What follows belongs to an exercise in optimizing a design on an open flow for small area; a production flow would make more cautious choices.
Function was checked by simulation only, so behaviour that the tests miss may differ from the original.
Power figures rest on the tool's default switching activity, not on a simulated workload.

==> flow/design.v <==
`default_nettype none
package l2_gan_pkg;
    localparam int WIDTH       = 16;
    localparam int TOTAL_WORDS = 73;
    localparam int L1_W_BASE = 0;   localparam int L1_W_LEN = 16;
    localparam int L1_B_BASE = 16;  localparam int L1_B_LEN = 4;
    localparam int L2_W_BASE = 20;  localparam int L2_W_LEN = 8;
    localparam int L2_B_BASE = 28;  localparam int L2_B_LEN = 2;
    localparam int L3_W_BASE = 30;  localparam int L3_W_LEN = 2;
    localparam int L3_B_BASE = 32;  localparam int L3_B_LEN = 1;
    localparam int L4_W_BASE = 33;  localparam int L4_W_LEN = 1;
    localparam int L4_B_BASE = 34;  localparam int L4_B_LEN = 1;
    localparam int L5_W_BASE = 35;  localparam int L5_W_LEN = 1;
    localparam int L5_B_BASE = 36;  localparam int L5_B_LEN = 1;
    localparam int L6_W_BASE = 37;  localparam int L6_W_LEN = 2;
    localparam int L6_B_BASE = 39;  localparam int L6_B_LEN = 2;
    localparam int L7_W_BASE = 41;  localparam int L7_W_LEN = 8;
    localparam int L7_B_BASE = 49;  localparam int L7_B_LEN = 4;
    localparam int L8_W_BASE = 53;  localparam int L8_W_LEN = 16;
    localparam int L8_B_BASE = 69;  localparam int L8_B_LEN = 4;
    typedef enum logic [1:0] {
        ST_IDLE = 2'd0,
        ST_LOAD = 2'd1,
        ST_DONE = 2'd2
    } state_t;
endpackage : l2_gan_pkg
`default_nettype wire
`default_nettype none
import l2_gan_pkg::*;
module l2_gan_param_loader (
    input  logic                 clk,
    input  logic                 rst,
    input  logic                 start,
    input  logic [WIDTH-1:0]     in_data,
    input  logic                 in_valid,
    output logic                 in_ready,
    output logic                 busy,
    output logic                 params_valid,
    output logic [6:0]           word_cnt,
    output logic                 cksum_err,
    output logic [255:0]         L1_w,
    output logic [63:0]          L1_b,
    output logic [127:0]         L2_w,
    output logic [31:0]          L2_b,
    output logic [31:0]          L3_w,
    output logic [15:0]          L3_b,
    output logic [15:0]          L4_w,
    output logic [15:0]          L4_b,
    output logic [15:0]          L5_w,
    output logic [15:0]          L5_b,
    output logic [31:0]          L6_w,
    output logic [31:0]          L6_b,
    output logic [127:0]         L7_w,
    output logic [63:0]          L7_b,
    output logic [255:0]         L8_w,
    output logic [63:0]          L8_b
);
    localparam int LOAD_WORDS = TOTAL_WORDS + 1;
    logic [1:0]                    state_q, state_d;   
    logic [6:0]                    cnt_q, cnt_d;
    logic [WIDTH-1:0]              bank_q [TOTAL_WORDS];
    logic [WIDTH*TOTAL_WORDS-1:0]  bank_flat;
    logic                          accept;
    assign accept = (state_q == ST_LOAD) && in_valid && !start;
    always_ff @(posedge clk or posedge rst) begin
        if (rst) begin
            state_q <= ST_IDLE;
            cnt_q   <= '0;
        end else begin
            state_q <= state_d;
            cnt_q   <= cnt_d;
        end
    end
    always_comb begin
        state_d = state_q;
        cnt_d   = cnt_q;
        case (state_q)
            ST_IDLE: begin
                if (start) begin
                    state_d = ST_LOAD;
                    cnt_d   = '0;
                end
            end
            ST_LOAD: begin
                if (start) begin
                    cnt_d = '0;
                end else if (in_valid) begin
                    cnt_d = cnt_q + 7'd1;
                    if (cnt_q == 7'(LOAD_WORDS - 1)) state_d = ST_DONE;
                end
            end
            ST_DONE: begin
                if (start) begin
                    state_d = ST_LOAD;
                    cnt_d   = '0;
                end
            end
            default: begin
                state_d = ST_IDLE;
                cnt_d   = '0;
            end
        endcase
    end
    for (genvar i = 0; i < TOTAL_WORDS; i++) begin : g_bank
        always_ff @(posedge clk or posedge rst) begin
            if (rst) begin
                bank_q[i] <= '0;
            end else if (accept && (cnt_q == 7'(i))) begin
                bank_q[i] <= in_data;
            end
        end
        assign bank_flat[i*WIDTH +: WIDTH] = bank_q[i];
    end
    logic [WIDTH-1:0] sum_q, sum_d;
    logic             err_q, err_d;
    always_comb begin
        sum_d = sum_q;
        err_d = err_q;
        if (start && (state_q != ST_LOAD || state_q == ST_LOAD)) begin
            sum_d = '0;
            err_d = 1'b0;
        end else if (accept) begin
            if (cnt_q < 7'(TOTAL_WORDS)) sum_d = sum_q + in_data;
            else                         err_d = ((sum_q + in_data) != '0);
        end
    end
    always_ff @(posedge clk or posedge rst) begin
        if (rst) begin
            sum_q <= '0;
            err_q <= 1'b0;
        end else begin
            sum_q <= sum_d;
            err_q <= err_d;
        end
    end
    assign cksum_err    = err_q;
    assign params_valid = (state_q == ST_DONE) && !err_q;
    assign in_ready = (state_q == ST_LOAD);
    assign busy     = (state_q == ST_LOAD);
    assign word_cnt = cnt_q;
    assign L1_w = bank_flat[L1_W_BASE*WIDTH +: L1_W_LEN*WIDTH];
    assign L1_b = bank_flat[L1_B_BASE*WIDTH +: L1_B_LEN*WIDTH];
    assign L2_w = bank_flat[L2_W_BASE*WIDTH +: L2_W_LEN*WIDTH];
    assign L2_b = bank_flat[L2_B_BASE*WIDTH +: L2_B_LEN*WIDTH];
    assign L3_w = bank_flat[L3_W_BASE*WIDTH +: L3_W_LEN*WIDTH];
    assign L3_b = bank_flat[L3_B_BASE*WIDTH +: L3_B_LEN*WIDTH];
    assign L4_w = bank_flat[L4_W_BASE*WIDTH +: L4_W_LEN*WIDTH];
    assign L4_b = bank_flat[L4_B_BASE*WIDTH +: L4_B_LEN*WIDTH];
    assign L5_w = bank_flat[L5_W_BASE*WIDTH +: L5_W_LEN*WIDTH];
    assign L5_b = bank_flat[L5_B_BASE*WIDTH +: L5_B_LEN*WIDTH];
    assign L6_w = bank_flat[L6_W_BASE*WIDTH +: L6_W_LEN*WIDTH];
    assign L6_b = bank_flat[L6_B_BASE*WIDTH +: L6_B_LEN*WIDTH];
    assign L7_w = bank_flat[L7_W_BASE*WIDTH +: L7_W_LEN*WIDTH];
    assign L7_b = bank_flat[L7_B_BASE*WIDTH +: L7_B_LEN*WIDTH];
    assign L8_w = bank_flat[L8_W_BASE*WIDTH +: L8_W_LEN*WIDTH];
    assign L8_b = bank_flat[L8_B_BASE*WIDTH +: L8_B_LEN*WIDTH];
endmodule
`default_nettype wire
==> flow/run.sh <==
#!/bin/bash
# synth_recipe.tcl (not shown) runs the flow's synth.tcl, then flattens the netlist and writes it again
# the make line also repeats each setting of config.mk as NAME=value (left out here)
make -C /OpenROAD-flow-scripts/flow DESIGN_CONFIG=/design/flow/config.mk WORK_HOME=/design/flow/orfs CLKGATE_MAP_FILE= SYNTH_SCRIPT=/design/flow/synth_recipe.tcl finish
==> flow/config.mk <==
export PLATFORM = sky130hd
export DESIGN_NAME = l2_gan_param_loader
export DESIGN_NICKNAME = l2_gan_param_loader
export VERILOG_FILES = /design/flow/design.v
export SDC_FILE = /design/flow/constraint.sdc
export NUM_CORES = 4
export LEC_CHECK = 0
export CAP_MARGIN = 20
export CORE_AREA = 5 5 445 445
export DIE_AREA = 0 0 450 450
export SLEW_MARGIN = 20
==> flow/constraint.sdc <==
create_clock -name core_clock -period 5.0 [get_ports {clk}]
set_input_delay 1.0000 -clock core_clock [delete_from_list [all_inputs] [get_ports {clk}]]
set_output_delay 1.0000 -clock core_clock [all_outputs]
set_load 0.01 [all_outputs]
==> notes.md <==
==> registers in the layout (all words and copies together), names as in the netlist <==
register  cells
bank_q     1168
cnt_q         7
err_q         1
state_q       2
sum_q        16
==> worst max-delay path, stage by stage (launching register included) <==
cell and delay, ns:
dfrtp_1 0.40, and2b_1 0.42, nand2_2 0.16, or2_1 0.43, nor2_8 0.22, nand2_2 0.06
buf_4 0.33, nor2_4 0.74, mux2_2 0.41
==> metrics by stage <==
step / hold WS (ns) / cell area (um2) / worst slack [ns]
after floorplan: 0.453 / 46600 / -12.49
after global placement: 0.471 / 61300 / 0.997
after detailed placement: 0.475 / 61300 / 0.907
after CTS: 0.489 / 65800 / 1.56
after global routing: 0.511 / 65900 / 1.47
final: 0.485 / 65900 / 1.66
==> area by class of cell <==
type | instances | area, um2
Inverter | 10 | 41.3
Fill cell | 18700 | 127000
Timing Repair Buffer | 1291 | 12800
Multi-Input combinational cell | 1458 | 15500
Sequential cell | 1194 | 29900
Clock buffer | 191 | 3880
Clock inverter | 48 | 648
Antenna cell | 8 | 20.0
Tap cell | 2526 | 3160
==> path summary, 6_finish.rpt <==
kind                       slack (ns)  cells past startpoint            end
setup / recovery                 1.66                      8  bank_q[14][9]
hold / removal                   0.48                      2      sum_q[10]
setup reg to reg                 1.66                      8  bank_q[14][9]
hold reg to reg                  0.48                      2      sum_q[10]
max in group asynchronous        2.93                      4  bank_q[53][0]
min in group asynchronous        0.94                      3  bank_q[35][9]
==> metal layers <==
metal / vias to the layer above / wire length, um
met1: 16000 / 72900
met5: - / 13
met4: 2 / 8010
met2: 1048 / 95600
met3: 263 / 13200
li1: 12600 / -
==> cells by family (layout without fill, tap and decap cells) <==
logic type	count (synthesis)	in the layout	synth area share
AO/OA/AOI/OAI	93	93	0.0140
multiplexers	1168	1168	0.282
XOR/XNOR	9	9	0.00169
buffers and inverters	231	1540	0.0263
AND/OR/NAND/NOR	168	168	0.0286
flip-flops	1194	1194	0.641
other	0	8	0
adder cells (fa/ha/maj)	20	20	0.00553
==> synthesized netlist by cell type (all sizes together), types with 5 or more instances <==
library cell,count
a21o,9
a21oi,13
a22o,8
buf,99
clkbuf,122
dfrtp,1194
ha,19
inv,10
mux2,1168
nand2,33
nand3,15
nor2,84
o211ai,5
o21ai,22
o31ai,6
xnor2,6
==> report_power, final <==
part	switching (mW)	total, mW	internal [mW]
clock network	4.26	10.2	5.93
logic	0.895	1.42	0.530
registers	0.106	9.94	9.84
==> notes.md <==
Max Fclk ~300 MHz; met3 usage 0.0516; worst r2r src state_q[1]; routed vias between 20000 and 30000; first-pass GRT wire length 263 mm; Die Ht 450 um; met1 Track Usage GR 0.212; CTS tree built; htree depth 4; Slew @ Worst Pin approximately 1 ns; Bufs on Longest Clock Path 3; register area share after synthesis 0.641; LEAKAGE slightly above 30 nW; final non-filler cell total just under 7000; Routability Congestion 0.805; busiest metal layer after global routing met2; # port buffers about 1200; Min-Delay Path Class flip-flop to flip-flop; hpwl dp 133 mm; number of global-route vias before repair roughly 32000; nets between 4000 and 5000; Synth Area per Inst around 16 um2; Total Power about 22 mW; Synthesis Warnings 2; endpoints failing setup 0; Yosys cell types between 60 and 70; hold path startpoint sum_q[10]; unrepaired setup endpoints after global routing no; Tmin final between 3 and 4 ns; PostCTS Resize Cnt 0; Max Transition Viols Final 0; Worst Setup SP state_q[1]; Overflow after GRT 0; die area 203000 um2; synth top area cells dfrtp_1 64%, mux2_2 28%, clkbuf_1 0.98%; Inserted Clock Buffers ~140; Core Area 193000 um2; predominant post-synthesis flop cell dfrtp_1; Mapped Nets 2923; Placed Cells approximately 6500; I/O Pins roughly 1200; period utilization 0.667; Syn Inst Count slightly below 3000; CP startpoint kind flip-flop; cts hold-fix bufs 0; DRT iter0 DRCs approximately 1700; setup bufs post-CTS 0; largest net degree at the start of global routing about 160; WL per Instance 28.2 um; status finished clean; TritonRoute pass-1 iters 5; clk slew on worst S/H paths 0.06 ns; Critical Path RT ~5.7 ns; Setup TNS Final 0 ns; Worst setup EP type flip-flop; most frequent cells in the layout 1194 x dfrtp_1, 1182 x clkdlybuf4s50_1, 1166 x mux2_2; antenna violations before repair 20; share of layout cells above drive strength 1 0.371; peak supply drop about 0.29 mV; Starting Density 0.242; Chip Width ~450 um; number of enable flip-flop cells after synthesis 0; crit path DAT between 4 and 5 ns; slew margin rel. 0.332; flops & latches, synth approximately 1200; residual DRC count 0; clock sink count roughly 1200; drt total wl around 190 mm; Final Skew 0.0338 ns; commonest non-fill, non-tap cell in the layout dfrtp_1; max cap viols 0; Final ANT Viol Nets 0; CP max FO 16; type of the worst setup path flip-flop to flip-flop; asr flop ratio synth 1.00; DR vias/cell between 4 and 5; Finished Core Util 0.342; Pwr Density approximately 330 nW/um2; Overall Global Routing Usage 0.183; M2 GR Usage 0.320; post-synth top area share 0.641; # rows ~160; CTS Root Cell clkbuf_16; Hold Fails Final Rpt 0; cell taking the most area after synthesis dfrtp_1; Cell Area, Synth approximately 47000 um2; Area growth, synth to finish 41.5%; clock latency on the worst-skew pair between 0.7 and 0.8 ns

separate check: timing with driven ports:
The results above use ideal ports. As a check the final layout listed here was re-extracted and re-timed, cells and wires unchanged.
Step 1: set_driving_cell puts a clkbuf_16 on clk and a buf_2 on each other input, an assumption about the parent block.
Step 2 also shifts input and output timing later by t, the mid clock arrival at the registers, as if the neighbouring blocks saw the same clock.
Three values: ideal ports, drivers, drivers and shift; two values: the first two.
t, ns: 0.843
slack for setup (ns): 1.665 / 1.622 / 0.851
hold WS [ns]: 0.485 / 0.485 / 0.485
After both steps this run still meets setup and hold. The setup slack of this run moves by -0.043 ns with the drivers and by -0.814 ns with both steps.
